Background: an optimization exercise with open tools, aiming at small area. Do not read the settings as production practice.
The RTL was checked by simulation tests, not by an equivalence proof against the original design.
No activity file was given, so power comes from the tool's default toggle rates.

File: design/flow/constraint.sdc
create_clock -name core_clock -period 8.0 [get_ports {clk}]
set_input_delay 1.6000 -clock core_clock [delete_from_list [all_inputs] [get_ports {clk}]]
set_output_delay 1.6000 -clock core_clock [all_outputs]
set_load 0.01 [all_outputs]
File: design/flow/flow/run.sh
#!/bin/bash
# Layout flow: the standard ORFS flow (standard.sh), with two changes:
#  - port buffers use the smallest buffer (every port still gets its own buffer);
#  - clock tree synthesis inserts no dummy loads, with clkbuf_8 sink clusters of up to 15 sinks.
# The full output of the run goes to flow_standard.log; ORFS keeps each step's log under orfs/logs.
set -euo pipefail
export BUFFER_PORTS_ARGS="-buffer_cell sky130_fd_sc_hd__buf_1"
export CTS_ARGS="-sink_clustering_enable -repair_clock_nets -dont_use_dummy_load -buf_list sky130_fd_sc_hd__clkbuf_8 -sink_clustering_size 15 -sink_clustering_max_diameter 60"
bash standard.sh > flow_standard.log 2>&1
File: design/flow/standard.sh
#!/bin/bash
# synth_recipe.tcl (not shown) runs the flow's synth.tcl, then flattens the netlist and writes it again
# the make line also repeats each setting of config.mk as NAME=value (left out here)
make -C /OpenROAD-flow-scripts/flow DESIGN_CONFIG=/design/flow/config.mk WORK_HOME=/design/flow/orfs CLKGATE_MAP_FILE= SYNTH_SCRIPT=/design/flow/synth_recipe.tcl "${@:-finish}"
File: design/flow/config.mk
export PLATFORM = sky130hd
export DESIGN_NAME = eth_pkt_buffer
export DESIGN_NICKNAME = eth_pkt_buffer
export VERILOG_FILES = /design/flow/design.v
export SDC_FILE = /design/flow/constraint.sdc
export NUM_CORES = 4
export LEC_CHECK = 0
export CAP_MARGIN = 20
export CORE_MARGIN = 2
export CORE_UTILIZATION = 40
export CTS_BUF_LIST = sky130_fd_sc_hd__clkbuf_8
export CTS_CLUSTER_DIAMETER = 60
export CTS_CLUSTER_SIZE = 15
export PLACE_DENSITY = 0.7
export SLEW_MARGIN = 20
export SYNTH_HIERARCHICAL = 1
File: design/flow/design.v
module eth_pkt_buffer #(
    parameter int unsigned DEPTH      = 64,
    parameter logic [31:0] PORTA_ADDR = 32'h0000_ABCD,
    parameter logic [31:0] PORTB_ADDR = 32'h0000_BEEF
) (
    input  logic        clk,
    input  logic        reset,
    input  logic        inWrEn,
    input  logic [33:0] inData,
    output logic        outValid,
    input  logic        outReady,
    output logic [33:0] outData,
    output logic        outPort,
    output logic [15:0] dropCount,
    output logic [15:0] pktCount
);
    localparam int unsigned AW = $clog2(DEPTH);
    localparam int unsigned PW = AW + 1;
    localparam int unsigned WW = 33;
    function automatic integer port_bit(input integer unused);
        integer b;
        begin
            port_bit = 0;
            for (b = 31; b >= 0; b = b - 1)
                if (PORTA_ADDR[b] != PORTB_ADDR[b]) port_bit = b;
        end
    endfunction
    localparam int unsigned PB = port_bit(0);
    typedef enum logic [1:0] {
        W_IDLE = 2'd0,
        W_PKT  = 2'd1,
        W_DROP = 2'd2
    } wstate_e;
    logic [WW-1:0] mem [DEPTH];
    logic [WW-1:0] mem_d_c [DEPTH];
    logic [DEPTH-1:0] row_we_c, row_nwe_c;
    wstate_e       state_q, state_d;
    logic [PW-1:0] wr_ptr_q, wr_ptr_d;
    logic [PW-1:0] commit_ptr_q, commit_ptr_d;
    logic [PW-1:0] rd_ptr_q;
    logic          out_valid_q;
    logic [31:0]   out_pay_q;
    logic          out_eop_q, out_sop_q;
    logic          out_port_q;
    logic          mem_we_c;
    logic [AW-1:0] mem_waddr_c;
    logic [WW-1:0] mem_wdata_c;
    logic [1:0]    drop_inc_c;
    logic          pkt_inc_c;
    logic          in_sop_c, in_eop_c, addr_hit_c;
    logic          full_sop_c, full_pkt_c, rd_load_c;
    assign in_eop_c    = inData[33];
    assign in_sop_c    = inData[32];
    assign addr_hit_c  = (inData[31:0] == PORTA_ADDR) || (inData[31:0] == PORTB_ADDR);
    assign full_sop_c  = (commit_ptr_q[AW-1:0] == rd_ptr_q[AW-1:0]) && (commit_ptr_q[AW] != rd_ptr_q[AW]);
    assign full_pkt_c  = (wr_ptr_q[AW-1:0] == rd_ptr_q[AW-1:0]) && (wr_ptr_q[AW] != rd_ptr_q[AW]);
    assign rd_load_c   = (rd_ptr_q != commit_ptr_q) && (!out_valid_q || outReady);
    assign mem_wdata_c = {inData[33], inData[31:0]};
    always_comb begin
        state_d      = state_q;
        wr_ptr_d     = wr_ptr_q;
        commit_ptr_d = commit_ptr_q;
        mem_we_c     = 1'b0;
        mem_waddr_c  = wr_ptr_q[AW-1:0];
        drop_inc_c   = 2'd0;
        pkt_inc_c    = 1'b0;
        if (inWrEn) begin
            if (in_sop_c) begin
                if (state_q == W_PKT) begin
                    wr_ptr_d   = commit_ptr_q;
                    drop_inc_c = 2'd1;
                end
                if (!addr_hit_c || full_sop_c) begin
                    drop_inc_c = drop_inc_c + 2'd1;
                    wr_ptr_d   = commit_ptr_q;
                    state_d    = in_eop_c ? W_IDLE : W_DROP;
                end else begin
                    mem_we_c    = 1'b1;
                    mem_waddr_c = commit_ptr_q[AW-1:0];
                    wr_ptr_d    = commit_ptr_q + PW'(1);
                    if (in_eop_c) begin
                        commit_ptr_d = commit_ptr_q + PW'(1);
                        pkt_inc_c    = 1'b1;
                        state_d      = W_IDLE;
                    end else begin
                        state_d = W_PKT;
                    end
                end
            end else begin
                case (state_q)
                    W_PKT: begin
                        if (full_pkt_c) begin
                            wr_ptr_d   = commit_ptr_q;
                            drop_inc_c = 2'd1;
                            state_d    = in_eop_c ? W_IDLE : W_DROP;
                        end else begin
                            mem_we_c = 1'b1;
                            wr_ptr_d = wr_ptr_q + PW'(1);
                            if (in_eop_c) begin
                                commit_ptr_d = wr_ptr_q + PW'(1);
                                pkt_inc_c    = 1'b1;
                                state_d      = W_IDLE;
                            end
                        end
                    end
                    W_DROP: begin
                        if (in_eop_c) state_d = W_IDLE;
                    end
                    default: ;
                endcase
            end
        end
    end
    always_ff @(posedge clk or posedge reset) begin
        if (reset) begin
            state_q      <= W_IDLE;
            wr_ptr_q     <= '0;
            commit_ptr_q <= '0;
        end else begin
            state_q      <= state_d;
            wr_ptr_q     <= wr_ptr_d;
            commit_ptr_q <= commit_ptr_d;
        end
    end
    eth_pkt_buffer_wdec #(.AW(AW)) u_wr_dec (
        .we(mem_we_c), .a(mem_waddr_c), .row_we(row_we_c), .row_nwe(row_nwe_c)
    );
    for (genvar i = 0; i < DEPTH; i++) begin : g_row
        eth_pkt_buffer_hold #(.W(WW)) u_hold (
            .we(row_we_c[i]), .nwe(row_nwe_c[i]), .d(mem_wdata_c), .q(mem[i]), .y(mem_d_c[i])
        );
        always_ff @(posedge clk) mem[i] <= mem_d_c[i];
    end
    localparam int unsigned NG = (DEPTH + 2) / 3;
    logic [3*NG-1:0]  rd_sel_c;
    logic [WW-1:0]    rd_word_c;
    logic [NG-1:0]    rd_grp_c [WW];
    eth_pkt_buffer_dec1 #(.AW(AW)) u_rd_dec (.a(rd_ptr_q[AW-1:0]), .s(rd_sel_c[DEPTH-1:0]));
    if (3*NG > DEPTH) begin : g_pad
        assign rd_sel_c[3*NG-1:DEPTH] = '0;
    end
    for (genvar b = 0; b < WW; b++) begin : g_rd_bit
        logic [3*NG-1:0] col;
        for (genvar i = 0; i < 3*NG; i++) begin : g_col
            if (i < DEPTH) begin : g_w
                assign col[i] = mem[i][b];
            end else begin : g_z
                assign col[i] = 1'b0;
            end
        end
        for (genvar g = 0; g < NG; g++) begin : g_grp
            if (3*g + 3 <= DEPTH) begin : g_full
                eth_pkt_buffer_aoi222 u_aoi (
                    .s(rd_sel_c[3*g +: 3]), .d(col[3*g +: 3]), .y(rd_grp_c[b][g])
                );
            end else begin : g_part
                eth_pkt_buffer_aoi #(.N(DEPTH - 3*g)) u_aoi (
                    .s(rd_sel_c[3*g +: DEPTH - 3*g]), .d(col[3*g +: DEPTH - 3*g]), .y(rd_grp_c[b][g])
                );
            end
        end
        eth_pkt_buffer_nand #(.N(NG)) u_nand (.x(rd_grp_c[b]), .y(rd_word_c[b]));
    end
    always_ff @(posedge clk or posedge reset) begin
        if (reset) begin
            rd_ptr_q    <= '0;
            out_valid_q <= 1'b0;
            out_eop_q   <= 1'b1;
        end else if (rd_load_c) begin
            rd_ptr_q    <= rd_ptr_q + PW'(1);
            out_valid_q <= 1'b1;
            out_eop_q   <= rd_word_c[32];
        end else if (outReady) begin
            out_valid_q <= 1'b0;
        end
    end
    always_ff @(posedge clk) begin
        if (rd_load_c) begin
            out_pay_q  <= rd_word_c[31:0];
            out_sop_q  <= out_eop_q;
            out_port_q <= out_eop_q ? (rd_word_c[PB] == PORTB_ADDR[PB]) : out_port_q;
        end
    end
    assign outValid = out_valid_q;
    assign outData  = {out_eop_q, out_sop_q, out_pay_q};
    assign outPort  = out_port_q;
    logic [15:0] drop_cnt_q;
    logic [15:0] pkt_cnt_q;
    logic [16:0] drop_sum_c;
    assign drop_sum_c = {1'b0, drop_cnt_q} + 17'(drop_inc_c);
    always_ff @(posedge clk or posedge reset) begin
        if (reset) begin
            drop_cnt_q <= '0;
            pkt_cnt_q  <= '0;
        end else begin
            drop_cnt_q <= drop_sum_c[16] ? 16'hFFFF : drop_sum_c[15:0];
            pkt_cnt_q  <= pkt_cnt_q + 16'(pkt_inc_c);
        end
    end
    assign dropCount = drop_cnt_q;
    assign pktCount  = pkt_cnt_q;
endmodule
module eth_pkt_buffer_wdec #(
    parameter int unsigned AW = 6
) (
    input  logic                we,
    input  logic [AW-1:0]       a,
    output logic [(1<<AW)-1:0]  row_we,
    output logic [(1<<AW)-1:0]  row_nwe
);
    localparam int unsigned LW = AW / 2;
    localparam int unsigned HW = AW - LW;
    logic [(1<<LW)-1:0] nlo;
    logic [(1<<HW)-1:0] nhi;
    eth_pkt_buffer_npre #(.W(LW)) u_lo (.en(we),   .a(a[LW-1:0]),  .ny(nlo));
    eth_pkt_buffer_npre #(.W(HW)) u_hi (.en(1'b1), .a(a[AW-1:LW]), .ny(nhi));
    eth_pkt_buffer_grid #(.NL(1<<LW), .NH(1<<HW)) u_grid (
        .nlo(nlo), .nhi(nhi), .y(row_we), .ny(row_nwe)
    );
endmodule
module eth_pkt_buffer_npre #(
    parameter int unsigned W = 3
) (
    input  logic              en,
    input  logic [W-1:0]      a,
    output logic [(1<<W)-1:0] ny
);
    always_comb begin
        for (int i = 0; i < (1 << W); i++) ny[i] = !(en && a == W'(i));
    end
endmodule
module eth_pkt_buffer_grid #(
    parameter int unsigned NL = 8,
    parameter int unsigned NH = 8
) (
    input  logic [NL-1:0]    nlo,
    input  logic [NH-1:0]    nhi,
    output logic [NL*NH-1:0] y,
    output logic [NL*NH-1:0] ny
);
    always_comb begin
        for (int h = 0; h < NH; h++)
            for (int l = 0; l < NL; l++) begin
                y[h*NL+l]  = ~(nlo[l] | nhi[h]);
                ny[h*NL+l] = ~y[h*NL+l];
            end
    end
endmodule
module eth_pkt_buffer_hold #(
    parameter int unsigned W = 33
) (
    input  logic         we,
    input  logic         nwe,
    input  logic [W-1:0] d,
    input  logic [W-1:0] q,
    output logic [W-1:0] y
);
    assign y = ({W{we}} & d) | ({W{nwe}} & q);
endmodule
module eth_pkt_buffer_dec1 #(
    parameter int unsigned AW = 6
) (
    input  logic [AW-1:0]      a,
    output logic [(1<<AW)-1:0] s
);
    localparam int unsigned LW = AW / 2;
    localparam int unsigned HW = AW - LW;
    logic [(1<<LW)-1:0] nlo;
    logic [(1<<HW)-1:0] nhi;
    eth_pkt_buffer_npre #(.W(LW)) u_lo (.en(1'b1), .a(a[LW-1:0]),  .ny(nlo));
    eth_pkt_buffer_npre #(.W(HW)) u_hi (.en(1'b1), .a(a[AW-1:LW]), .ny(nhi));
    eth_pkt_buffer_nor_grid #(.NL(1<<LW), .NH(1<<HW)) u_grid (.nlo(nlo), .nhi(nhi), .y(s));
endmodule
module eth_pkt_buffer_nor_grid #(
    parameter int unsigned NL = 8,
    parameter int unsigned NH = 8
) (
    input  logic [NL-1:0]    nlo,
    input  logic [NH-1:0]    nhi,
    output logic [NL*NH-1:0] y
);
    always_comb begin
        for (int h = 0; h < NH; h++)
            for (int l = 0; l < NL; l++) y[h*NL+l] = ~(nlo[l] | nhi[h]);
    end
endmodule
module eth_pkt_buffer_aoi222 (
    input  logic [2:0] s,
    input  logic [2:0] d,
    output logic       y
);
    assign y = ~|(s & d);
endmodule
module eth_pkt_buffer_aoi #(
    parameter int unsigned N = 1
) (
    input  logic [N-1:0] s,
    input  logic [N-1:0] d,
    output logic         y
);
    assign y = ~|(s & d);
endmodule
module eth_pkt_buffer_nand #(
    parameter int unsigned N = 22
) (
    input  logic [N-1:0] x,
    output logic         y
);
    assign y = ~&x;
endmodule
==> notes.md, run 1 <==
For the worst-skew pair, the clock arrives at the later sink with an insertion delay of 0.99 ns. Data on the critical path is required at its endpoint by 8.81 ns. The vias after detailed routing is 63300.

TritonCTS built the clock tree. The buffers inserted during post-CTS setup optimization is 0. The share of total power dissipated in the clock network is 26.7%. The async set-reset flop share out of synthesis is 2.59%. STA puts the critical path data arrival time at 6.50 ns. The count of hold buffers inserted by post-cts repair came out at 0. STA classifies the critical path startpoint as an input pin.

For the pin with the worst max-slew slack, the measured transition is 1.34 ns. The run finished with no timing, DRC or antenna violations. The number of gates given a new drive strength after cts is 0, and the largest incremental delay on the critical path is 0.93 ns. The mapped netlist covers 81100 µm². The cell-internal power came out at 15.0 mW. The final period demand of the worst path is 5.69 ns. The tools report the peak supply drop as 0.195 mV. Based on the critical path, the design can be clocked at up to 0.176 GHz. In the post-synthesis netlist, the biggest area contributors are dfxtp_1 52%, a22o_1 23%, a222oi_1 8.6%. Accumulated negative setup slack: 0 ns.

Walking the worst path, the cells encountered are clkbuf_4 -> nand4b_1 -> nor4_1 -> buf_4 -> o2111a_1 -> and2_4 -> nand2_8 -> mux2_4 -> or4b_1 -> or2_2 -> a22o_1. The wire length of the first global-routing pass is 413000 µm, and the number of I/O pins is 106. By count the netlist is led by 2112 x a22o_1, 2112 x dfxtp_1, 693 x a222oi_1, 540 x buf_6, 175 x nand4_1. In this run the remaining antenna-violating nets after routing total 0. Entering global routing, the biggest net connects 68 pins.

The combined buffer and inverter count along the critical path is 2, and the clock net sink count is 2203. Global routing used 26.4% of the available tracks. The sequential cells in the finished layout cover a total of 44700 µm². Before antenna repair, the detailed router went through 10 iterations. In this run the horizontal extent of the chip is 454 µm. The tools report the tightest hold margin as 0.466 ns. The final number of max-transition violations came out at 0. The clock tree synthesis step divided the H-tree into 4 levels. Across the run, the number of max-cap violations was 0.

Setup violations remaining at the end of the flow were counted as 0. After synthesis, flip-flops and latches occupy 55.2% of the total area. The number of buffers added by the clock tree synthesis step came out at 173. The top cell type by area accounts for 52.2% of the synthesized area. The tools report the final hold violation count as 0. The worst pin sits at a relative slew slack of 10.8%.

After detailed routing, the average wire length per cell comes to 31.9 µm. The kind of critical path is input pin to flip-flop. In the routed design, unresolved DRC markers number 0. The top cell type by total area after synthesis was dfxtp_1.

The largest fanout on the critical path is 33. The number of global-route vias before repair was 60800; the initial antenna violation count was 14. The leakage power came out at 30.5 nW. In the finished design, the share of the clock period the worst path needs comes to 71.1%. The fraction of final layout cells sized beyond drive strength 1 was 9.88%.

Global routing used 37.8% of the available met2 tracks. In the synthesized netlist, the number of instances is 6332. Setup repair after global routing left no endpoint under its margin.

The number of port buffers was 105. No sink is reached through more buffers than the 3 on the longest clock path. Dividing the synthesized area by the synthesized cell count gives 12.8 µm².

During synthesis, Yosys emitted a total of 14 warnings. The initial utilization of the core area, before any placement, comes to 40.2%. After synthesis, the netlist uses 56 different library cells. The register clock-pin slew on the reported worst setup and hold paths is 0.07 ns, and the vias per cell is 7.05. In this run the vertical extent of the chip is 454 µm. Clock tree root driver cell: clkbuf_8. The run gives 9.8% as the combinational cell fraction of total power. For this run, the post-layout net count is 6356. The row count was 165; the number of synthesized flops with an enable pin was 34.

The worst setup path is captured at a flip-flop. The portion of total power attributed to sequential cells was 63.5%. Switching share of power: 26.1%. The layout has 18600 filler cells.

The kind of cell with the highest combined delay along the critical path is simple AND/OR/NAND/NOR gates. The die covers 206000 µm². The tools report the met1 usage as 34.1%. Area added between synthesis and finish: 2.86%. The total of flip-flops plus latches after synthesis works out to 2203. The power per standard cell area is 244 nW/µm². The most used flip-flop cell after synthesis is dfxtp_1. After floorplanning, the core was sized to cover 202000 µm². For this run, global-route usage on met3 was measured as 9.01%.

The largest individual stage delay along the critical path comes from the cell or4b_1. For the combined area of the multi-input logic cells, the log shows 30600 µm². The tools report the switching power as 5.31 mW. The logs give 287000 µm for the total detailed-routing wirelength and 0.134 ns for the largest clock skew in the final design. After the first detailed-routing iteration, the DRC count stood at 11500. In this run the most used layer during global routing was met2. The path type of the worst min-delay path is flip-flop to flip-flop.

Final weighted congestion in routability-driven placement: 0.947. Summed over all layers, the global routing overflow is 0. Once detailed placement completed, the half-perimeter wirelength came to 163000 µm.
[power groups by stage]
| stage | combinational [mW] | clock [mW] | sequential (mW) |
|---|---|---|---|
| after floorplan | 1.30 | 0 | 12.9 |
| after global placement | 1.85 | 0 | 13.0 |
| after detailed placement | 1.93 | 0 | 13.1 |
| after CTS | 1.94 | 5.47 | 12.9 |
| after global routing | 2.11 | 5.86 | 13.0 |
| final | 1.99 | 5.43 | 12.9 |
[layer usage]
layer / up-vias / wire, µm
met5: - / 47
met2: 4601 / 119000
met4: 8 / 18700
met3: 856 / 39800
li1: 26200 / -
met1: 31600 / 109000
[per-stage QoR]
step | total power, mW | worst slack [ns] | cell area [µm²] | util (%) | cells
final | 20.3 | 2.31 | 83400 | 41.3 | 8990
after detailed placement | 15.0 | 1.66 | 81000 | 40.1 | 8805
after global routing | 21.0 | 2.40 | 83400 | 41.3 | 8980
after CTS | 20.3 | 2.65 | 83400 | 41.3 | 8978
after floorplan | 14.2 | 3.15 | 81200 | - | 6354
after global placement | 14.9 | 1.74 | 81000 | 40.1 | 8805
[cell type report]
cell class                 instances  share of cell area (%)
timing repair buffer             342                    2.77
sequential                      2203                    53.6
tap                             2672                    4.01
multi-input combinational       3581                    36.7
inverter                           8                  0.0360
antenna                           11                  0.0330
clock buffer                     173                    2.86
[sequential cells by signal, summed over array words and instances, names as in the netlist, 2 cells and up]
signal / cells
commit_ptr_q: 7
drop_cnt_q: 16
mem: 2112
out_pay_q: 32
pkt_cnt_q: 16
rd_ptr_q: 7
state_q: 2
wr_ptr_q: 7
[cells in the final DEF (no fill, tap or decap), types with 56 or more instances in the layout]
master / instances
nand2_1: 70
nand4_1: 175
nor2_2: 127
clkbuf_8: 173
a222oi_1: 693
dfxtp_1: 2112
dfrtp_1: 56
buf_4: 235
buf_1: 72
a22o_1: 2112
[cells by family (layout without fill, tap and decap cells)]
kind of cell	Yosys count	after routing	share of synthesized area, %
compound gates	2849	2849	31.8
mux	16	16	0.241
simple gates	629	629	4.40
xor+xnor	54	54	0.583
buf+inv	570	523	7.70
other cells	2	35	0.00926
fa+ha+maj	9	9	0.148
flops	2203	2203	55.2
[modules after synthesis (local to each module, per instance), a selection]
module                 cells  cell area [µm²]
eth_pkt_buffer          2493            46700
eth_pkt_buffer_aoi222      1             10.0
[worst paths after layout]
path                                               from                       to  slack, ns  depth (start not counted)
worst max register to register  rd_ptr_q[0]$_DFFE_PP0P_  out_pay_q[29]$_DFFE_PP_       2.91                          7
max in group asynchronous                         reset   pkt_cnt_q[1]$_DFF_PP0_       6.59                          3
worst max-delay path                          inData[9]        mem[3][0]$_DFF_P_       2.31                         11
min in group asynchronous                         reset   pkt_cnt_q[0]$_DFF_PP0_       0.81                          3
worst min register to register      mem[19][25]$_DFF_P_      mem[19][25]$_DFF_P_       0.47                          1
worst min-delay path                mem[19][25]$_DFF_P_      mem[19][25]$_DFF_P_       0.47                          1
==> inputs of run 2 (changes only) <==
--- a/design/flow/design.v
+++ b/design/flow/design.v
@@ -175,7 +175,11 @@
         end
     end
+    logic [31:0] out_pay_d_c;
+    eth_pkt_buffer_hold #(.W(32)) u_out_hold (
+        .we(rd_load_c), .nwe(!rd_load_c), .d(rd_word_c[31:0]), .q(out_pay_q), .y(out_pay_d_c)
+    );
+    always_ff @(posedge clk) out_pay_q <= out_pay_d_c;
     always_ff @(posedge clk) begin
         if (rd_load_c) begin
-            out_pay_q  <= rd_word_c[31:0];
             out_sop_q  <= out_eop_q;
             out_port_q <= out_eop_q ? (rd_word_c[PB] == PORTB_ADDR[PB]) : out_port_q;
@@ -213,6 +217,6 @@
     logic [(1<<LW)-1:0] nlo;
     logic [(1<<HW)-1:0] nhi;
-    eth_pkt_buffer_npre #(.W(LW)) u_lo (.en(we),   .a(a[LW-1:0]),  .ny(nlo));
-    eth_pkt_buffer_npre #(.W(HW)) u_hi (.en(1'b1), .a(a[AW-1:LW]), .ny(nhi));
+    eth_pkt_buffer_npre_en #(.W(LW)) u_lo (.en(we), .a(a[LW-1:0]), .ny(nlo));
+    eth_pkt_buffer_npre #(.W(HW)) u_hi (.a(a[AW-1:LW]), .ny(nhi));
     eth_pkt_buffer_grid #(.NL(1<<LW), .NH(1<<HW)) u_grid (
         .nlo(nlo), .nhi(nhi), .y(row_we), .ny(row_nwe)
@@ -222,4 +226,14 @@
     parameter int unsigned W = 3
 ) (
+    input  logic [W-1:0]      a,
+    output logic [(1<<W)-1:0] ny
+);
+    always_comb begin
+        for (int i = 0; i < (1 << W); i++) ny[i] = (a != W'(i));
+    end
+endmodule
+module eth_pkt_buffer_npre_en #(
+    parameter int unsigned W = 3
+) (
     input  logic              en,
     input  logic [W-1:0]      a,
@@ -268,6 +282,6 @@
     logic [(1<<LW)-1:0] nlo;
     logic [(1<<HW)-1:0] nhi;
-    eth_pkt_buffer_npre #(.W(LW)) u_lo (.en(1'b1), .a(a[LW-1:0]),  .ny(nlo));
-    eth_pkt_buffer_npre #(.W(HW)) u_hi (.en(1'b1), .a(a[AW-1:LW]), .ny(nhi));
+    eth_pkt_buffer_npre #(.W(LW)) u_lo (.a(a[LW-1:0]),  .ny(nlo));
+    eth_pkt_buffer_npre #(.W(HW)) u_hi (.a(a[AW-1:LW]), .ny(nhi));
     eth_pkt_buffer_nor_grid #(.NL(1<<LW), .NH(1<<HW)) u_grid (.nlo(nlo), .nhi(nhi), .y(s));
 endmodule
==> notes.md, run 2 <==
The flow ran to the end and the layout has no timing, DRC or antenna violations. For the total of max-cap violations, the log shows 0 (unchanged). The final hold violation count is 0 (unchanged). Number of nets in the layout: 6367 (was 6356). For the final global-route overflow total, the log shows 0 (unchanged). The launch instance of the worst min-delay path was mem[29][23]$_DFF_P_ (was mem[19][25]$_DFF_P_).

The ratio of final minimum period to clock period works out to 74.4% (was 71.1%). Worst hold path endpoint: mem[29][23]$_DFF_P_ (was mem[19][25]$_DFF_P_). The tools report the H-tree depth as 4 (unchanged).

The remaining max-slew budget at the tightest pin is 12.9% (was 10.8%). The die extent in y was 454 µm (about the same). The run gives 26.8% (was 26.4%) as the total global-route track usage. The tools report the first-iteration detailed-routing DRC count as 11700 (was 11500).

Largest registers: mem (2112), out_pay_q (32) (unchanged). TritonCTS built the clock tree. The register clock-pin slew on the reported worst setup and hold paths came out at 0.10 ns (was 0.07 ns). The sort of element at the start of the critical path was an input pin (unchanged). The run gives 61200 (was 60800) as the number of global-route vias before repair.

Setup repair after global routing left no endpoint under its margin. The area added between synthesis and finish works out to 2.52% (was 2.86%). Average wire per cell in the routed design: 32.3 µm (was 31.9 µm). The power per standard cell area was 282 nW/µm² (was 244 nW/µm²). The fraction of final layout cells sized beyond drive strength 1 is 9.91% (was 9.88%), and the final cell area excluding filler cells is 83200 µm² (was 83400 µm²). The count of cells along the worst hold path works out to 1 (unchanged).

Highest-count cells in the layout ignoring fill and taps: 2144 x dfxtp_1, 2142 x a22o_1, 693 x a222oi_1 (was 2112 x a22o_1, 2112 x dfxtp_1, 693 x a222oi_1). For the maximum number of pins on one net before global-route repair, the log shows 67 (was 68). The largest fanout on the critical path works out to 32 (was 33). The tools report the largest clock skew in the final design as 0.116 ns (was 0.134 ns). The tools report the area of the core region as 202000 µm² (unchanged). Library cell contributing the largest single delay on the critical path: nor2_2 (was or4b_1).

The largest buffer count on any clock path was 3 (unchanged); the number of port buffers was 105 (unchanged). The maximum frequency from static timing analysis came out at 0.168 GHz (was 0.176 GHz). By instance count, the leading cell after synthesis is dfxtp_1. Most common library cells after synthesis: 2144 x dfxtp_1, 2142 x a22o_1, 693 x a222oi_1, 544 x buf_6, 173 x nand4_1 (was 2112 x a22o_1, 2112 x dfxtp_1, 693 x a222oi_1, 540 x buf_6, 175 x nand4_1). The cell count after synthesis is 6387 (was 6332).

The required time reported for the critical path endpoint is 8.88 ns (was 8.81 ns). The run gives 81100 µm² (about the same) as the total standard cell area after synthesis. For the clock net sink count, the log shows 2203 (unchanged). The total of flip-flops plus latches after synthesis works out to 2203 (unchanged). The initial cell density of the core was 40.2% (about the same); the count of hold buffers inserted by post-cts repair was 0 (unchanged). Endpoint of the worst-slack reg-to-reg timing path: mem[38][9]$_DFF_P_ (was out_pay_q[29]$_DFFE_PP_). The initial antenna violation count is 28 (was 14), and the sequential fraction of the synthesis area is 54.7% (was 55.2%). The number of buffers added by the clock tree synthesis step was 169 (was 173); the accumulated negative setup slack was 0 ns (unchanged). Number of gates given a new drive strength after cts: 0 (unchanged). Worst reg2reg path depth: 10 (was 7). Biggest area contributors in the synthesized netlist: dfxtp_1 53%, a22o_1 23%, a222oi_1 8.5% (was dfxtp_1 52%, a22o_1 23%, a222oi_1 8.6%).

The top cell type by total area after synthesis was dfxtp_1 (unchanged). The kind of end point of the critical path was a flip-flop (unchanged). The peak supply drop was 0.204 mV (was 0.195 mV). The number of iterations in the first detailed-routing pass was 10 (unchanged); the chip width was 454 µm (about the same).

The register with the most flip-flops was mem (unchanged). The vias per cell is 7.12 (was 7.05). The warning count from the yosys run was 15 (was 14); the combined buffer and inverter count along the critical path was 2 (unchanged). For the flop-to-flop setup slack, the log shows 2.87 ns (was 2.91 ns). The top flip-flop cell by instance count after synthesis is dfxtp_1 (unchanged). The final number of max-transition violations was 0 (unchanged); the async set-reset flop share out of synthesis was 2.59% (unchanged). The run gives 0 (unchanged) as the buffers inserted during post-CTS setup optimization. The total die area is 206000 µm² (about the same), and the total placed instance area is 80800 µm² (was 81000 µm²). The flip-flop count of the largest register, all copies and words added was 2112 (unchanged); the final antenna-violating net count was 0 (unchanged). The number of setup violations in the final report was 0 (unchanged); the leakage power was 30.8 nW (was 30.5 nW). The run gives 106 (unchanged) as the number of I/O pins. For the latest clock arrival within the worst-skew pair, the log shows 1.00 ns (was 0.99 ns). The DRC violation count after routing came out at 0 (unchanged). The path type of the worst min-delay path was flip-flop to flip-flop (unchanged). The count of filler cells inserted in the layout is 18700 (was 18600), and the row count is 165 (unchanged). The post-synthesis average cell area is 12.7 µm² (was 12.8 µm²), and the final weighted congestion in routability-driven placement is 0.949 (was 0.947).

The number of synthesized flops with an enable pin is 2 (was 34). The top cell family by delay on the critical path is simple AND/OR/NAND/NOR gates (unchanged). Leaving out fill and tap cells, the most frequent cell in the layout is dfxtp_1.

The final period demand of the worst path came out at 5.96 ns (was 5.69 ns). Wire length of the first global-routing pass: 420000 µm (was 413000 µm). The tools report the clock tree root driver cell as clkbuf_8 (unchanged). The worst-margin pin slew is 1.30 ns (was 1.34 ns). Kind of critical path: input pin to flip-flop (unchanged).

Cell breakdown of the critical path: clkbuf_4 -> nand4_1 -> or4_4 -> nor3_1 -> and3_1 -> nand2_2 -> mux2_1 -> nand4b_1 -> nor2_2 -> buf_4 -> a22o_1 (was clkbuf_4 -> nand4b_1 -> nor4_1 -> buf_4 -> o2111a_1 -> and2_4 -> nand2_8 -> mux2_4 -> or4b_1 -> or2_2 -> a22o_1). The area share of the largest cell type after synthesis is 52.9% (was 52.2%), and the estimated wirelength of the detail-placed design is 166000 µm (was 163000 µm). The largest incremental delay on the critical path was 1.11 ns (was 0.93 ns); the unique cell type count in the Yosys netlist was 64 (was 56).

Startpoint of the lowest-slack register-to-register path: rd_ptr_q[3]$_DFFE_PP0P_ (was rd_ptr_q[0]$_DFFE_PP0P_). The endpoint arrival time on the critical path is 6.84 ns (was 6.50 ns), and the total detailed-routing wirelength is 290000 µm (was 287000 µm). The run gives 64100 (was 63300) as the vias after detailed routing.
## run 2: power by group
group	leakage (nW)	internal, mW	switching, mW
registers	18.1	12.9	1.20
clock network	1.22	1.89	3.52
logic	11.5	1.68	2.32
## run 2: logic make-up after synthesis
family	count (synthesis)	share of synthesized area, %
and+or+nand+nor	637	4.38
buffers and inverters	582	7.78
DFF	2203	54.7
AOI/OAI and AO/OA	2881	32.1
muxes	20	0.295
adders and majority gates	9	0.148
xor gates and xnor gates	55	0.594
## run 2: how the worst max path moves through the flow
stage	startpoint	to	slack, ns	cells past startpoint
3_5_place_dp	inData[11]	mem[38][13]$_DFF_P_	1.44	11
6_report	inData[11]	mem[38][9]$_DFF_P_	2.04	11
3_3_place_gp	inData[11]	mem[38][16]$_DFF_P_	1.55	10
5_1_grt	inData[16]	mem[38][16]$_DFF_P_	2.01	10
4_1_cts	inData[11]	mem[38][13]$_DFF_P_	2.45	11
2_1_floorplan	inData[11]	mem[8][22]$_DFF_P_	3.31	12
## run 2: area by class of cell
type | instances | area (µm²) | area share [%]
diodes | 7 | 17.5 | 0.0211
clock buffers | 169 | 2330 | 2.80
inverters | 13 | 48.8 | 0.0587
multi-input cells | 3602 | 30800 | 37.0
flip-flops and latches | 2203 | 44400 | 53.4
well taps | 2672 | 3340 | 4.02
repair buffers | 331 | 2220 | 2.67
## run 2: metal layers
layer | GRT usage [%] | part of all wire (%) | up-vias
met3 | 8.49 | 14 | 850
met1 | 35.0 | 38 | 32000
met5 | 0 | 0.066 | -
met2 | 38.0 | 41 | 4874
li1 | - | - | 26300
met4 | 17.0 | 6.9 | 30
## run 2: metrics by stage
stage | std cells | worst slack (ns) | hold WS [ns] | util [%] | total power, mW
final | 8997 | 2.04 | 0.473 | 41.2 | 23.5
after global routing | 8993 | 2.01 | 0.481 | 41.2 | 24.1
after CTS | 8988 | 2.45 | 0.473 | 41.2 | 23.3
after detailed placement | 8819 | 1.44 | 0.451 | 40.0 | 18.0
after global placement | 8818 | 1.55 | 0.450 | 40.0 | 17.8
after floorplan | 6387 | 3.31 | 0.438 | - | 16.3
## run 2: Yosys stat by module, one instance, submodules excluded, a selection
module | flip-flops and latches | copies in the design
eth_pkt_buffer_aoi222 | 0 | 693
eth_pkt_buffer | 2203 | 1
==> inputs of run 3 (changes only) <==
==> design/flow/run.sh (new file) <==
#!/bin/bash
# synth_recipe.tcl (not shown) runs the flow's synth.tcl, then flattens the netlist and writes it again
# the make line also repeats each setting of config.mk as NAME=value (left out here)
make -C /OpenROAD-flow-scripts/flow DESIGN_CONFIG=/design/flow/config.mk WORK_HOME=/design/flow/orfs CLKGATE_MAP_FILE= SYNTH_SCRIPT=/design/flow/synth_recipe.tcl finish
removed: design/flow/flow/run.sh
removed: design/flow/standard.sh
==> notes.md, run 3 <==
Most frequently used cell type in the post-synthesis netlist: dfxtp_1 (unchanged). The flow ran to the end and the layout has no timing, DRC or antenna violations.

The worst reg2reg path depth was 8 (was 10). The accumulated negative setup slack is 0 ns (unchanged). Biggest area contributors in the synthesized netlist: dfxtp_1 53%, a22o_1 23%, a222oi_1 8.5% (unchanged).

The average wire per cell in the routed design was 32.1 µm (was 32.3 µm). The combined area of the multi-input logic cells is 30800 µm² (about the same), and the total placed instance area is 81200 µm² (was 80800 µm²). For the initial antenna violation count, the log shows 23 (was 28). Fraction of final layout cells sized beyond drive strength 1: 10.3% (was 9.91%).

The register cell area after layout came out at 44400 µm² (unchanged). The total of flip-flops plus latches after synthesis was 2203 (unchanged). The number of nets in the layout came out at 6365 (was 6367). The row count came out at 165 (unchanged). The remaining max-slew budget at the tightest pin came out at 13.1% (was 12.9%). For the required time reported for the critical path endpoint, the log shows 8.85 ns (was 8.88 ns). The final cell area excluding filler cells is 84100 µm² (was 83200 µm²).

Top cell type by total area after synthesis: dfxtp_1 (unchanged). The ratio of final minimum period to clock period was 71.2% (was 74.4%). The run gives 2203 (unchanged) as the clock net sink count. Clock tree root driver cell: clkbuf_8 (unchanged).

The total of max-cap violations is 0 (unchanged). The flop-to-flop setup slack was 2.94 ns (was 2.87 ns). Post-synthesis average cell area: 12.7 µm² (unchanged). Most common library cells after synthesis: 2144 x dfxtp_1, 2142 x a22o_1, 693 x a222oi_1, 544 x buf_6, 173 x nand4_1 (unchanged). The run gives 206000 µm² (unchanged) as the total die area. The count of cells along the worst hold path is 1 (unchanged).

The logs give 170 (was 169) for the number of buffers added by the clock tree synthesis step and 10 (unchanged) for the number of iterations in the first detailed-routing pass. The final global-route overflow total was 0 (unchanged). Sort of element at the start of the critical path: an input pin (unchanged). Final weighted congestion in routability-driven placement: 0.992 (was 0.949). The register clock-pin slew on the reported worst setup and hold paths works out to 0.09 ns (was 0.10 ns). The run gives 0 (unchanged) as the number of gates given a new drive strength after cts. The final period demand of the worst path came out at 5.70 ns (was 5.96 ns). TritonCTS built the clock tree. Number of I/O pins: 106 (unchanged).

The tools report the kind of end point of the critical path as a flip-flop (unchanged). The number of synthesized flops with an enable pin is 2 (unchanged), and the H-tree depth is 4 (unchanged). The top cell family by delay on the critical path is simple AND/OR/NAND/NOR gates (unchanged). The register with the most flip-flops was mem (unchanged). The peak supply drop was 0.192 mV (was 0.204 mV); the wire length of the first global-routing pass was 419000 µm (was 420000 µm). Most common cell after layout, fill and taps aside: dfxtp_1 (unchanged).

The die extent in y is 454 µm (unchanged), and the area share of the largest cell type after synthesis is 52.9% (unchanged). The async set-reset flop share out of synthesis is 2.59% (unchanged), and the initial cell density of the core is 40.2% (unchanged). The tools report the first-iteration detailed-routing DRC count as 11300 (was 11700). The dominant cell type by count on the critical path is buf_4.

The logs give 290000 µm (about the same) for the total detailed-routing wirelength and 6.55 ns (was 6.84 ns) for the endpoint arrival time on the critical path. For the number of setup violations in the final report, the log shows 0 (unchanged). The tools report the worst hold path endpoint as mem[25][30]$_DFF_P_ (was mem[29][23]$_DFF_P_).

The path type of the worst min-delay path was flip-flop to flip-flop (unchanged). Setup repair after global routing left no endpoint under its margin. The largest fanout on the critical path was 27 (was 32). Largest registers: mem (2112), out_pay_q (32) (unchanged). The final antenna-violating net count is 0 (unchanged).

The cell count after synthesis is 6387 (unchanged). The area of the core region is 202000 µm² (unchanged). The total global-route track usage is 26.7% (was 26.8%). The final hold violation count came out at 0 (unchanged).

The tightest hold margin is 0.474 ns (was 0.473 ns), and the area added between synthesis and finish is 3.64% (was 2.52%). The kind of critical path was input pin to flip-flop (unchanged). Launch instance of the worst min-delay path: mem[25][30]$_DFF_P_ (was mem[29][23]$_DFF_P_). The run gives 64000 (was 64100) as the vias after detailed routing. The run gives 15 (unchanged) as the warning count from the yosys run. The run gives 0.175 GHz (was 0.168 GHz) as the maximum frequency from static timing analysis. The top flip-flop cell by instance count after synthesis was dfxtp_1 (unchanged). The maximum number of pins on one net before global-route repair came out at 67 (unchanged). The tools report the startpoint of the lowest-slack register-to-register path as rd_ptr_q[2]$_DFFE_PP0P_ (was rd_ptr_q[3]$_DFFE_PP0P_). Chip width: 454 µm (unchanged). Final design utilization: 41.6% (was 41.2%). For the final number of max-transition violations, the log shows 0 (unchanged). The endpoint of the worst-slack reg-to-reg timing path was out_eop_q$_DFFE_PP1P_ (was mem[38][9]$_DFF_P_).

The latest clock arrival within the worst-skew pair is 0.98 ns (was 1.00 ns), and the largest buffer count on any clock path is 3 (unchanged). Highest-count cells in the layout ignoring fill and taps: 2144 x dfxtp_1, 2142 x a22o_1, 693 x a222oi_1 (unchanged). The count of hold buffers inserted by post-cts repair was 0 (unchanged); the unique cell type count in the Yosys netlist was 64 (unchanged). The power per standard cell area was 284 nW/µm² (was 282 nW/µm²); the critical path depth was 10 (was 11). The sequential fraction of the synthesis area came out at 54.7% (unchanged). The number of global-route vias before repair is 61700 (was 61200), and the vias per cell is 7.07 (was 7.12). The DRC violation count after routing was 0 (unchanged). The run gives 0.0406 ns (was 0.116 ns) as the largest clock skew in the final design.

The buffers inserted during post-CTS setup optimization was 0 (unchanged). The number of port buffers is 105 (unchanged). The tools report the total standard cell area after synthesis as 81100 µm² (unchanged).

The largest incremental delay on the critical path works out to 1.05 ns (was 1.11 ns). The worst-margin pin slew works out to 1.29 ns (was 1.30 ns). The library cell contributing the largest single delay on the critical path was or4b_1 (was nor2_2). The total power draw was 23.9 mW (was 23.5 mW); the leakage power was 31.3 nW (was 30.8 nW). The combined buffer and inverter count along the critical path was 2 (unchanged); the estimated wirelength of the detail-placed design was 165000 µm (was 166000 µm).

The run gives 18700 (about the same) as the count of filler cells inserted in the layout. Cell breakdown of the critical path: buf_4 -> nor2b_1 -> nand4b_1 -> nor3_4 -> nand3_1 -> a21oi_1 -> or4b_1 -> or2_1 -> buf_4 -> a22o_1 (was clkbuf_4 -> nand4_1 -> or4_4 -> nor3_1 -> and3_1 -> nand2_2 -> mux2_1 -> nand4b_1 -> nor2_2 -> buf_4 -> a22o_1). The flip-flop count of the largest register, all copies and words added is 2112 (unchanged).
## run 3: power by group
part	switching, mW	leakage, nW	internal [mW]
Combinational	2.26	11.6	1.74
Sequential	1.18	18.1	12.9
Clock	3.64	1.52	2.17
Total	7.08	31.3	16.8
## run 3: kinds of logic after synthesis
kind of cell | Yosys count | synth area share, %
AO/OA/AOI/OAI | 2881 | 32.1
AND/OR/NAND/NOR | 637 | 4.38
buffers and inverters | 582 | 7.78
flip-flops | 2203 | 54.7
XOR/XNOR | 55 | 0.594
adder cells (fa/ha/maj) | 9 | 0.148
multiplexers | 20 | 0.295
## run 3: how the worst max path moves through the flow
stage	startpoint	end	slack, ns
after floorplan	inData[11]	mem[8][22]$_DFF_P_	3.31
after global routing	inData[14]	mem[0][20]$_DFF_P_	2.46
final	inData[14]	mem[0][20]$_DFF_P_	2.30
after global placement	inData[14]	mem[0][25]$_DFF_P_	1.67
after detailed placement	inData[3]	mem[0][5]$_DFF_P_	1.71
after CTS	inData[3]	mem[0][20]$_DFF_P_	2.73
## run 3: through the flow
step | instances | setup slack, ns
2_1_floorplan | 6387 | 3.31
3_3_place_gp | 8817 | 1.67
3_5_place_dp | 8817 | 1.71
4_1_cts | 9041 | 2.73
5_1_grt | 9046 | 2.46
6_report | 9051 | 2.30
## run 3: worst reg2reg max path, cell delays in order (launching register included)
cell	delay, ns
dfrtp_1	0.62
nand3b_1	0.72
nor2_2	0.08
buf_4	0.32
a222oi_1	0.56
nand4_1	0.61
nor4_2	1.01
nand4_1	0.60
mux2_2	0.47
## run 3: per-layer routing
metal,routed length [µm],share of wire [%],vias to the layer above,global-route usage (%)
met5,255,0.088,-,0.187
met4,19800,6.8,26,16.7
met3,40600,14,882,8.88
met2,121000,42,4911,38.5
met1,109000,37,31800,34.2
li1,-,-,26400,-
## run 3: final cells by class
class	instances	area share [%]
Antenna cell	9	0.0268
Clock buffer	179	2.93
Clock inverter	45	0.414
Inverter	13	0.0580
Multi-Input combinational cell	3602	36.7
Sequential cell	2203	52.8
Tap cell	2672	3.98
Timing Repair Buffer	328	3.13
## run 3: per-module statistics from Yosys, one instance, submodules excluded, excerpt
module	cell area, µm²	copies in the design	cells	flip-flops and latches
eth_pkt_buffer	46500	1	2512	2203
eth_pkt_buffer_aoi222	10.0	693	1	0
==> inputs of run 4 (changes only) <==
--- a/design/flow/design.v
+++ b/design/flow/design.v
@@ -49,65 +49,36 @@
     logic          pkt_inc_c;
     logic          in_sop_c, in_eop_c, addr_hit_c;
-    logic          full_sop_c, full_pkt_c, rd_load_c;
+    logic          rd_load_c;
     assign in_eop_c    = inData[33];
     assign in_sop_c    = inData[32];
     assign addr_hit_c  = (inData[31:0] == PORTA_ADDR) || (inData[31:0] == PORTB_ADDR);
-    assign full_sop_c  = (commit_ptr_q[AW-1:0] == rd_ptr_q[AW-1:0]) && (commit_ptr_q[AW] != rd_ptr_q[AW]);
-    assign full_pkt_c  = (wr_ptr_q[AW-1:0] == rd_ptr_q[AW-1:0]) && (wr_ptr_q[AW] != rd_ptr_q[AW]);
     assign rd_load_c   = (rd_ptr_q != commit_ptr_q) && (!out_valid_q || outReady);
     assign mem_wdata_c = {inData[33], inData[31:0]};
+    logic [PW-1:0] base_c, inc_c;
+    logic          full_c, in_pkt_c, abort_c, reject_c, accept_c;
+    assign base_c      = in_sop_c ? commit_ptr_q : wr_ptr_q;
+    assign inc_c       = base_c + PW'(1);
+    assign full_c      = (base_c[AW-1:0] == rd_ptr_q[AW-1:0]) && (base_c[AW] != rd_ptr_q[AW]);
+    assign in_pkt_c    = (state_q == W_PKT);
+    assign abort_c     = inWrEn && in_sop_c && in_pkt_c;
+    assign reject_c    = inWrEn && (in_sop_c ? (!addr_hit_c || full_c) : (in_pkt_c && full_c));
+    assign accept_c    = inWrEn && (in_sop_c ? (addr_hit_c && !full_c) : (in_pkt_c && !full_c));
+    assign mem_we_c    = accept_c;
+    assign mem_waddr_c = base_c[AW-1:0];
+    assign drop_inc_c  = 2'(abort_c) + 2'(reject_c);
+    assign pkt_inc_c   = accept_c && in_eop_c;
     always_comb begin
         state_d      = state_q;
         wr_ptr_d     = wr_ptr_q;
         commit_ptr_d = commit_ptr_q;
-        mem_we_c     = 1'b0;
-        mem_waddr_c  = wr_ptr_q[AW-1:0];
-        drop_inc_c   = 2'd0;
-        pkt_inc_c    = 1'b0;
-        if (inWrEn) begin
-            if (in_sop_c) begin
-                if (state_q == W_PKT) begin
-                    wr_ptr_d   = commit_ptr_q;
-                    drop_inc_c = 2'd1;
-                end
-                if (!addr_hit_c || full_sop_c) begin
-                    drop_inc_c = drop_inc_c + 2'd1;
-                    wr_ptr_d   = commit_ptr_q;
-                    state_d    = in_eop_c ? W_IDLE : W_DROP;
-                end else begin
-                    mem_we_c    = 1'b1;
-                    mem_waddr_c = commit_ptr_q[AW-1:0];
-                    wr_ptr_d    = commit_ptr_q + PW'(1);
-                    if (in_eop_c) begin
-                        commit_ptr_d = commit_ptr_q + PW'(1);
-                        pkt_inc_c    = 1'b1;
-                        state_d      = W_IDLE;
-                    end else begin
-                        state_d = W_PKT;
-                    end
-                end
-            end else begin
-                case (state_q)
-                    W_PKT: begin
-                        if (full_pkt_c) begin
-                            wr_ptr_d   = commit_ptr_q;
-                            drop_inc_c = 2'd1;
-                            state_d    = in_eop_c ? W_IDLE : W_DROP;
-                        end else begin
-                            mem_we_c = 1'b1;
-                            wr_ptr_d = wr_ptr_q + PW'(1);
-                            if (in_eop_c) begin
-                                commit_ptr_d = wr_ptr_q + PW'(1);
-                                pkt_inc_c    = 1'b1;
-                                state_d      = W_IDLE;
-                            end
-                        end
-                    end
-                    W_DROP: begin
-                        if (in_eop_c) state_d = W_IDLE;
-                    end
-                    default: ;
-                endcase
-            end
+        if (accept_c) begin
+            wr_ptr_d = inc_c;
+            if (in_eop_c) commit_ptr_d = inc_c;
+            state_d = in_eop_c ? W_IDLE : W_PKT;
+        end else if (reject_c || abort_c) begin
+            wr_ptr_d = commit_ptr_q;
+            state_d  = in_eop_c ? W_IDLE : W_DROP;
+        end else if (inWrEn && in_eop_c && state_q == W_DROP) begin
+            state_d = W_IDLE;
         end
     end
==> notes.md, run 4 <==
The run gives 42.0% (was 41.6%) as the final design utilization. The run gives 0.211 mV (was 0.192 mV) as the peak supply drop. The top flip-flop cell by instance count after synthesis is dfxtp_1 (unchanged). For the vias after detailed routing, the log shows 63100 (was 64000). The async set-reset flop share out of synthesis is 2.59% (unchanged). The largest fanout on the critical path is 23 (was 27), and the number of synthesized flops with an enable pin is 2 (unchanged). The logs give 0.0707 ns (was 0.0406 ns) for the largest clock skew in the final design and 27.8 mW (was 23.9 mW) for the total power draw. Biggest area contributors in the synthesized netlist: dfxtp_1 53%, a22o_1 23%, a222oi_1 8.6% (was dfxtp_1 53%, a22o_1 23%, a222oi_1 8.5%).

The most frequently used cell type in the post-synthesis netlist is dfxtp_1 (unchanged). The logs give 205000 µm² (was 206000 µm²) for the total die area and 0 (unchanged) for the count of hold buffers inserted by post-cts repair. The register clock-pin slew on the reported worst setup and hold paths came out at 0.09 ns (about the same).

The number of instances in the placed design was 8754 (was 8817). Setup repair after global routing left no endpoint under its margin. First-iteration detailed-routing DRC count: 12200 (was 11300). The final weighted congestion in routability-driven placement was 0.958 (was 0.992). The startpoint of the lowest-slack register-to-register path was rd_ptr_q[2]$_DFFE_PP0P_ (unchanged).

The fraction of final layout cells sized beyond drive strength 1 came out at 10.6% (was 10.3%). The remaining max-slew budget at the tightest pin is 18.7% (was 13.1%), and the estimated wirelength of the detail-placed design is 168000 µm (was 165000 µm). Highest-count cells in the layout ignoring fill and taps: 2144 x dfxtp_1, 2143 x a22o_1, 693 x a222oi_1 (was 2144 x dfxtp_1, 2142 x a22o_1, 693 x a222oi_1). For the total detailed-routing wirelength, the log shows 291000 µm (was 290000 µm). The run gives 15 (unchanged) as the warning count from the yosys run. Top cell type by total area after synthesis: dfxtp_1 (unchanged). The final global-route overflow total is 0 (unchanged). The path type of the worst min-delay path is flip-flop to flip-flop (unchanged). The DRC violation count after routing was 0 (unchanged); the switching share of power was 30.7% (was 29.7%). The area share of the largest cell type after synthesis was 53.2% (was 52.9%); the row count was 164 (was 165).

For the final antenna-violating net count, the log shows 0 (unchanged). The cell-internal power is 19.2 mW (was 16.8 mW). The kind of end point of the critical path is a flip-flop (unchanged).

The final number of max-transition violations was 0 (unchanged). The register with the most flip-flops was mem (unchanged). The number of buffers added by the clock tree synthesis step came out at 173 (was 170). The run gives 3 (unchanged) as the largest buffer count on any clock path.

The unique cell type count in the Yosys netlist came out at 51 (was 64). For the sequential fraction of the synthesis area, the log shows 55.1% (was 54.7%). The number of port buffers came out at 105 (unchanged). Total of flip-flops plus latches after synthesis: 2203 (unchanged).

The number of gates given a new drive strength after cts came out at 0 (unchanged). The sort of element at the start of the critical path was an input pin (unchanged). The clock net sink count is 2203 (unchanged), and the number of iterations in the first detailed-routing pass is 9 (was 10). Leakage power: 31.3 nW (about the same). The final cell area excluding filler cells is 84000 µm² (was 84100 µm²), and the portion of total power attributed to sequential cells is 58.4% (was 58.9%).

The tools report the source of the critical timing path as inData[18] (was inData[14]). Post-synthesis average cell area: 12.8 µm² (was 12.7 µm²). TritonCTS built the clock tree. Clock share of power: 21.3% (was 24.4%).

The number of nets in the layout is 6319 (was 6365). The launch instance of the worst min-delay path is mem[46][21]$_DFF_P_ (was mem[25][30]$_DFF_P_). The final period demand of the worst path is 6.65 ns (was 5.70 ns), and the number of global-route vias before repair is 59700 (was 61700). The chip width is 453 µm (was 454 µm).

The flip-flop count of the largest register, all copies and words added came out at 2112 (unchanged). The logs give 0.422 ns (was 1.71 ns) for the worst slack at placement and 8.55 mW (was 7.08 mW) for the switching power. The area added between synthesis and finish is 4.11% (was 3.64%), and the initial cell density of the core is 40.3% (was 40.2%). The vias per cell was 7.03 (was 7.07); the combinational cell fraction of total power was 20.3% (was 16.8%).

The initial antenna violation count is 8 (was 23). The die extent in y was 453 µm (was 454 µm). Wire length of the first global-routing pass: 417000 µm (was 419000 µm). The most common cell after layout, fill and taps aside is dfxtp_1 (unchanged). The run gives 0 (unchanged) as the final hold violation count.

The number of setup violations in the final report is 0 (unchanged), and the accumulated negative setup slack is 0 ns (unchanged). The average wire per cell in the routed design is 32.4 µm (was 32.1 µm), and the worst-margin pin slew is 1.22 ns (was 1.29 ns). The area of the core region came out at 200000 µm² (was 202000 µm²). The cell count after synthesis was 6303 (was 6387). The latest clock arrival within the worst-skew pair was 1.00 ns (was 0.98 ns).

For the maximum number of pins on one net before global-route repair, the log shows 68 (was 67). The H-tree depth was 4 (unchanged). The tools report the tightest hold margin as 0.475 ns (was 0.474 ns).

The endpoint arrival time on the critical path is 7.55 ns (was 6.55 ns), and the total standard cell area after synthesis is 80600 µm² (was 81100 µm²). The run finished with no timing, DRC or antenna violations. Power per standard cell area: 331 nW/µm² (was 284 nW/µm²). Total global-route track usage: 26.9% (was 26.7%). The ratio of final minimum period to clock period is 83.1% (was 71.2%), and the count of non-filler cells in the finished layout is 8972 (was 9051). The required time reported for the critical path endpoint is 8.91 ns (was 8.85 ns).

Clock tree root driver cell: clkbuf_8 (unchanged). The final worst setup slack came out at 1.35 ns (was 2.30 ns). The tools report the total placed instance area as 81000 µm² (was 81200 µm²). The tools report the buffers inserted during post-CTS setup optimization as 0 (unchanged). Most common library cells after synthesis: 2144 x dfxtp_1, 2143 x a22o_1, 693 x a222oi_1, 544 x buf_6, 175 x nand4_1 (was 2144 x dfxtp_1, 2142 x a22o_1, 693 x a222oi_1, 544 x buf_6, 173 x nand4_1). Number of I/O pins: 106 (unchanged).

The kind of critical path was input pin to flip-flop (unchanged). The maximum frequency from static timing analysis is 0.150 GHz (was 0.175 GHz). Total of max-cap violations: 0 (unchanged).

Largest registers: mem (2112), out_pay_q (32) (unchanged).
[run 4: path summary, 6_finish.rpt]
| check | to | slack [ns] | depth (start not counted) |
|---|---|---|---|
| worst min-delay path | mem[46][21]$_DFF_P_ | 0.47 | 1 |
| worst min register to register | mem[46][21]$_DFF_P_ | 0.47 | 1 |
| worst max register to register | out_pay_q[21]$_DFF_P_ | 2.58 | 9 |
| max in group asynchronous | wr_ptr_q[2]$_DFFE_PP0P_ | 6.35 | 3 |
| worst max-delay path | mem[29][31]$_DFF_P_ | 1.35 | 10 |
| min in group asynchronous | pkt_cnt_q[15]$_DFF_PP0_ | 1.18 | 3 |
[run 4: area by class of cell]
type,instances,area (µm²)
diodes,1,2.50
clock buffers,178,2450
clock inverters,37,439
fillers,18500,116000
inverters,10,37.5
multi-input cells,3529,30400
flip-flops and latches,2203,44400
well taps,2656,3320
repair buffers,358,2890
[run 4: per-module statistics from Yosys (local to each module, per instance), excerpt]
module	times used	area, µm²	cells inside
eth_pkt_buffer_aoi222	693	10.0	1
eth_pkt_buffer	1	46000	2428
[run 4: critical path, stage by stage]
cell      delay, ns
buf_4          0.24
nor4_2         0.83
nand3_1        0.73
o41a_1         0.64
a41oi_2        0.65
and2_1         0.38
nand4b_1       0.84
nor2_2         1.07
buf_4          0.37
a22o_1         0.18
[run 4: routing by layer]
layer	wire, µm	vias up	part of all wire, %	GRT usage (%)
li1	-	26200	-	-
met1	114000	31500	39	36.5
met2	116000	4711	40	36.5
met3	40200	732	14	8.40
met4	20500	10	7.1	17.0
met5	54	-	0.019	0
[run 4: cell families (layout without fill, tap and decap cells)]
family / count (synthesis) / count (layout) / synth area share [%]
AND/OR/NAND/NOR: 590 / 590 / 4.11
flip-flops: 2203 / 2203 / 55.1
XOR/XNOR: 47 / 47 / 0.510
adder cells (fa/ha/maj): 6 / 6 / 0.102
AO/OA/AOI/OAI: 2860 / 2860 / 32.1
other: 0 / 1 / 0
multiplexers: 26 / 26 / 0.374
buffers and inverters: 571 / 583 / 7.77
[run 4: power groups by stage]
stage	Clock (mW)	Sequential [mW]	Combinational, mW
after global routing	6.33	16.6	5.89
after CTS	5.95	16.1	5.46
after floorplan	0	15.8	3.53
after detailed placement	0	16.3	5.43
final	5.92	16.2	5.64
after global placement	0	16.2	5.24
==> inputs of run 5 (changes only) <==
==> design/flow/flow/run.sh (new file) <==
#!/bin/bash
# Layout flow: the standard ORFS flow (standard.sh), with two changes:
#  - port buffers use the smallest buffer (every port still gets its own buffer);
#  - clock tree synthesis inserts no dummy loads, with clkbuf_8 sink clusters of up to 15 sinks.
# The full output of the run goes to flow_standard.log; ORFS keeps each step's log under orfs/logs.
set -euo pipefail
export BUFFER_PORTS_ARGS="-buffer_cell sky130_fd_sc_hd__buf_1"
export CTS_ARGS="-sink_clustering_enable -repair_clock_nets -dont_use_dummy_load -buf_list sky130_fd_sc_hd__clkbuf_8 -sink_clustering_size 15 -sink_clustering_max_diameter 60"
bash standard.sh > flow_standard.log 2>&1
==> design/flow/standard.sh (new file) <==
#!/bin/bash
# synth_recipe.tcl (not shown) runs the flow's synth.tcl, then flattens the netlist and writes it again
# the make line also repeats each setting of config.mk as NAME=value (left out here)
make -C /OpenROAD-flow-scripts/flow DESIGN_CONFIG=/design/flow/config.mk WORK_HOME=/design/flow/orfs CLKGATE_MAP_FILE= SYNTH_SCRIPT=/design/flow/synth_recipe.tcl "${@:-finish}"
removed: design/flow/run.sh
==> notes.md, run 5 <==
Total global-route track usage: 26.3% (was 26.9%). The register with the most flip-flops was mem (unchanged). The register clock-pin slew on the reported worst setup and hold paths came out at 0.09 ns (about the same). The DRC violation count after routing is 0 (unchanged), and the synthesized-area fraction occupied by ao, oa, aoi and oai cells is 32.1% (unchanged). The dominant cell type by count on the critical path was buf_4 (unchanged). The number of setup violations in the final report is 0 (unchanged), and the area share of the largest cell type after synthesis is 53.2% (unchanged). The largest buffer count on any clock path is 3 (unchanged), and the H-tree depth is 4 (unchanged).

The latest clock arrival within the worst-skew pair was 0.97 ns (was 1.00 ns); the count of hold buffers inserted by post-cts repair was 0 (unchanged). The tools report the final antenna-violating net count as 0 (unchanged). The largest fanout on the critical path is 33 (was 23), and the flip-flop count of the largest register, all copies and words added is 2112 (unchanged). The mux cell area share after synthesis works out to 0.374% (unchanged). The library cell contributing the largest single delay on the critical path was nand3_1 (was nor2_2). The number of I/O pins was 106 (unchanged).

The power per standard cell area was 327 nW/µm² (was 331 nW/µm²). TritonCTS built the clock tree. The worst-margin pin slew came out at 1.29 ns (was 1.22 ns). The area added between synthesis and finish works out to 2.81% (was 4.11%).

Estimated wirelength of the detail-placed design: 164000 µm (was 168000 µm). The run gives 0.158 GHz (was 0.150 GHz) as the maximum frequency from static timing analysis. The top cell type by total area after synthesis is dfxtp_1 (unchanged). The chip width works out to 453 µm (unchanged).

The unique cell type count in the Yosys netlist was 51 (unchanged); the first-iteration detailed-routing DRC count was 11400 (was 12200). The warning count from the yosys run is 15 (unchanged), and the fraction of final layout cells sized beyond drive strength 1 is 9.96% (was 10.6%). The number of synthesized flops with an enable pin was 2 (unchanged); the number of port buffers was 105 (unchanged).

The number of iterations in the first detailed-routing pass is 13 (was 9), and the largest incremental delay on the critical path is 0.89 ns (was 1.07 ns). The clock net sink count was 2203 (unchanged). The top routing layer in use is met5 (unchanged). The final weighted congestion in routability-driven placement was 0.928 (was 0.958); the total of max-cap violations was 0 (unchanged). For the initial cell density of the core, the log shows 40.3% (unchanged). The final period demand of the worst path works out to 6.32 ns (was 6.65 ns). The die extent in y is 453 µm (unchanged), and the async set-reset flop share out of synthesis is 2.59% (unchanged). The number of nets in the layout is 6309 (was 6319), and the final number of max-transition violations is 0 (unchanged). For the sequential fraction of the synthesis area, the log shows 55.1% (unchanged).

The total of flip-flops plus latches after synthesis is 2203 (unchanged), and the initial antenna violation count is 12 (was 8). For the largest clock skew in the final design, the log shows 0.118 ns (was 0.0707 ns). Top flip-flop cell by instance count after synthesis: dfxtp_1 (unchanged). The row count was 164 (unchanged); the required time reported for the critical path endpoint was 8.76 ns (was 8.91 ns). The total power draw is 27.1 mW (was 27.8 mW). Most common library cells after synthesis: 2144 x dfxtp_1, 2143 x a22o_1, 693 x a222oi_1, 544 x buf_6, 175 x nand4_1 (unchanged).

The synthesized-area fraction occupied by and/or/nand/nor cells was 4.11% (unchanged); the accumulated negative setup slack was 0 ns (unchanged). The most common cell after layout, fill and taps aside is dfxtp_1 (unchanged). The detailed-route wire length on metal 1 came out at 111000 µm (was 114000 µm).

The vias per cell came out at 7.02 (was 7.03). The most frequently used cell type in the post-synthesis netlist was dfxtp_1 (unchanged). The maximum number of pins on one net before global-route repair was 68 (unchanged).

Biggest area contributors in the synthesized netlist: dfxtp_1 53%, a22o_1 23%, a222oi_1 8.6% (unchanged). For the number of global-route vias before repair, the log shows 59700 (about the same). The kind of critical path is input pin to flip-flop (unchanged).

The final global-route overflow total was 0 (unchanged). Largest registers: mem (2112), out_pay_q (32) (unchanged).

The run gives 200000 µm² (unchanged) as the area of the core region. The endpoint arrival time on the critical path came out at 7.09 ns (was 7.55 ns). The cell count after synthesis is 6303 (unchanged).

The ratio of final minimum period to clock period is 79.0% (was 83.1%), and the post-synthesis average cell area is 12.8 µm² (unchanged). The run gives 37800 µm (was 40200 µm) as the detailed route wirelength on metal3. The adder-cell share of the synthesized area is 0.102% (unchanged), and the number of gates given a new drive strength after cts is 0 (unchanged). The total standard cell area after synthesis came out at 80600 µm² (unchanged). The tools report the final hold violation count as 0 (unchanged). The xor and xnor area share after synthesis was 0.510% (unchanged); the total die area was 205000 µm² (unchanged).

Met2 layer wire length in the routed design: 117000 µm (was 116000 µm). Leakage power: 30.8 nW (was 31.3 nW). Average wire per cell in the routed design: 31.9 µm (was 32.4 µm). The tools report the clock tree root driver cell as clkbuf_8 (unchanged). The kind of end point of the critical path is a flip-flop (unchanged). Peak supply drop: 0.221 mV (was 0.211 mV). The path type of the worst min-delay path is flip-flop to flip-flop (unchanged). The remaining max-slew budget at the tightest pin came out at 13.1% (was 18.7%).

The number of buffers added by the clock tree synthesis step came out at 173 (unchanged). The flow ran to the end and the layout has no timing, DRC or antenna violations. Setup repair after global routing left no endpoint under its margin.

The main combinational cell family by area after synthesis was compound AO/OA/AOI/OAI gates (unchanged). Cell breakdown of the critical path: clkbuf_4 -> nor4_2 -> nand3_1 -> o41a_1 -> a41oi_2 -> buf_4 -> and2_1 -> nand4b_1 -> buf_4 -> or2_2 -> a22o_1 (was buf_4 -> nor4_2 -> nand3_1 -> o41a_1 -> a41oi_2 -> and2_1 -> nand4b_1 -> nor2_2 -> buf_4 -> a22o_1). The run gives 411000 µm (was 417000 µm) as the wire length of the first global-routing pass.

The sort of element at the start of the critical path was an input pin (unchanged). The tools report the buffers inserted during post-CTS setup optimization as 0 (unchanged). The total detailed-routing wirelength was 285000 µm (was 291000 µm); the vias after detailed routing was 62600 (was 63100).

Highest-count cells in the layout ignoring fill and taps: 2144 x dfxtp_1, 2143 x a22o_1, 693 x a222oi_1 (unchanged).
-- run 5: cell types whose count changed in the layout (fill, tap and decap cells not counted), sizes merged --
cell,delta
inv,-16
clkbuf,+26
buf,+31
bufinv,-4
diode,+5
clkdlybuf4s50,-72
clkinvlp,-5
clkinv,-12
-- run 5: metal layers --
layer  vias up  GRT usage [%]
li1      26100              -
met4         8           16.1
met2      4578           37.1
met3       722           7.71
met5         -              0
met1     31200           35.2
-- run 5: worst paths after layout --
check / slack, ns / depth (start not counted) / startpoint / endpoint
max: 1.68 / 11 / inData[26] / mem[5][16]$_DFF_P_
min: 0.47 / 1 / mem[2][14]$_DFF_P_ / mem[2][14]$_DFF_P_
max reg2reg: 2.74 / 8 / rd_ptr_q[2]$_DFFE_PP0P_ / out_pay_q[31]$_DFF_P_
min reg2reg: 0.47 / 1 / mem[2][14]$_DFF_P_ / mem[2][14]$_DFF_P_
max in group asynchronous: 6.59 / 3 / reset / wr_ptr_q[1]$_DFFE_PP0P_
min in group asynchronous: 0.86 / 3 / reset / pkt_cnt_q[9]$_DFF_PP0_
-- run 5: Yosys stat by module, one instance, submodules excluded, excerpt --
module / times used / area [µm²]
eth_pkt_buffer_aoi222: 693 / 10.0
eth_pkt_buffer: 1 / 46000
-- run 5: critical path, delay by kind of cell --
kind / cells / cell delay [ns]
simple gates: 5 / 3.32
compound gates: 3 / 1.17
buf+inv: 3 / 0.91
-- run 5: layout make-up --
class / instances / area (µm²)
Fill cell: 18500 / 117000
Sequential cell: 2203 / 44400
Multi-Input combinational cell: 3529 / 30400
Tap cell: 2656 / 3320
Clock buffer: 173 / 2380
Timing Repair Buffer: 348 / 2330
Inverter: 10 / 37.5
Antenna cell: 6 / 15.0
-- run 5: kinds of logic (layout without fill, tap and decap cells) --
family                   Yosys count  in the layout
buffers and inverters            571            531
AND/OR/NAND/NOR                  590            590
AO/OA/AOI/OAI                   2860           2860
multiplexers                      26             26
other                              0              6
flip-flops                      2203           2203
adder cells (fa/ha/maj)            6              6
XOR/XNOR                          47             47
-- run 5: report_power, final --
part	total, mW	switching (mW)	internal [mW]
sequential	16.2	1.93	14.3
combinational	5.46	2.87	2.59
clock	5.42	3.49	1.93
total	27.1	8.29	18.8
-- run 5: per-stage QoR --
stage / instances / worst slack (ns) / instance area, µm² / hold WS (ns) / utilization (%)
6_report: 8925 / 1.68 / 82900 / 0.469 / 41.4
5_1_grt: 8920 / 1.68 / 82900 / 0.483 / 41.4
4_1_cts: 8919 / 1.96 / 82900 / 0.470 / 41.4
3_5_place_dp: 8746 / 1.03 / 80500 / 0.451 / 40.2
3_3_place_gp: 8745 / 0.557 / 80500 / 0.450 / 40.2
2_1_floorplan: 6303 / 3.30 / 80600 / 0.438 / -

## re-timing with driven ports
How much do the figures lean on ideal ports? The routed layouts below were timed once more, with nothing changed but the port constraints. Step 1, drivers: a clkbuf_16 drives clk and a buf_2 each remaining input, both assumed. Step 2 moves the port delays by t, midway between the first and last clock arrival at a register: inputs arrive t later, outputs are due t later. That takes back most of the time a late clock gives input paths. Three values: no drivers, after step 1, after step 2; two values: the first two.
run | t (ns) | setup slack, ns | worst setup path after step 2 | worst slew at a driven data input, ns
run 1 | 1.016 | 2.310 / 2.361 / 1.344 | input to register | 0.10
run 2 | 1.023 | 2.044 / 2.079 / 1.056 | input to register | 0.18
run 3 | 1.038 | 2.301 / 2.296 / 1.258 | input to register | 0.17
run 4 | 1.051 | 1.354 / 1.415 / 0.364 | input to register | 0.11
run 5 | 0.985 | 1.676 / 1.739 / 0.755 | input to register | 0.09
After both steps setup and hold are still met in every run listed. For run 3, which loses most, drivers alone change the setup slack by -0.005 ns; drivers and shift together by -1.043 ns.
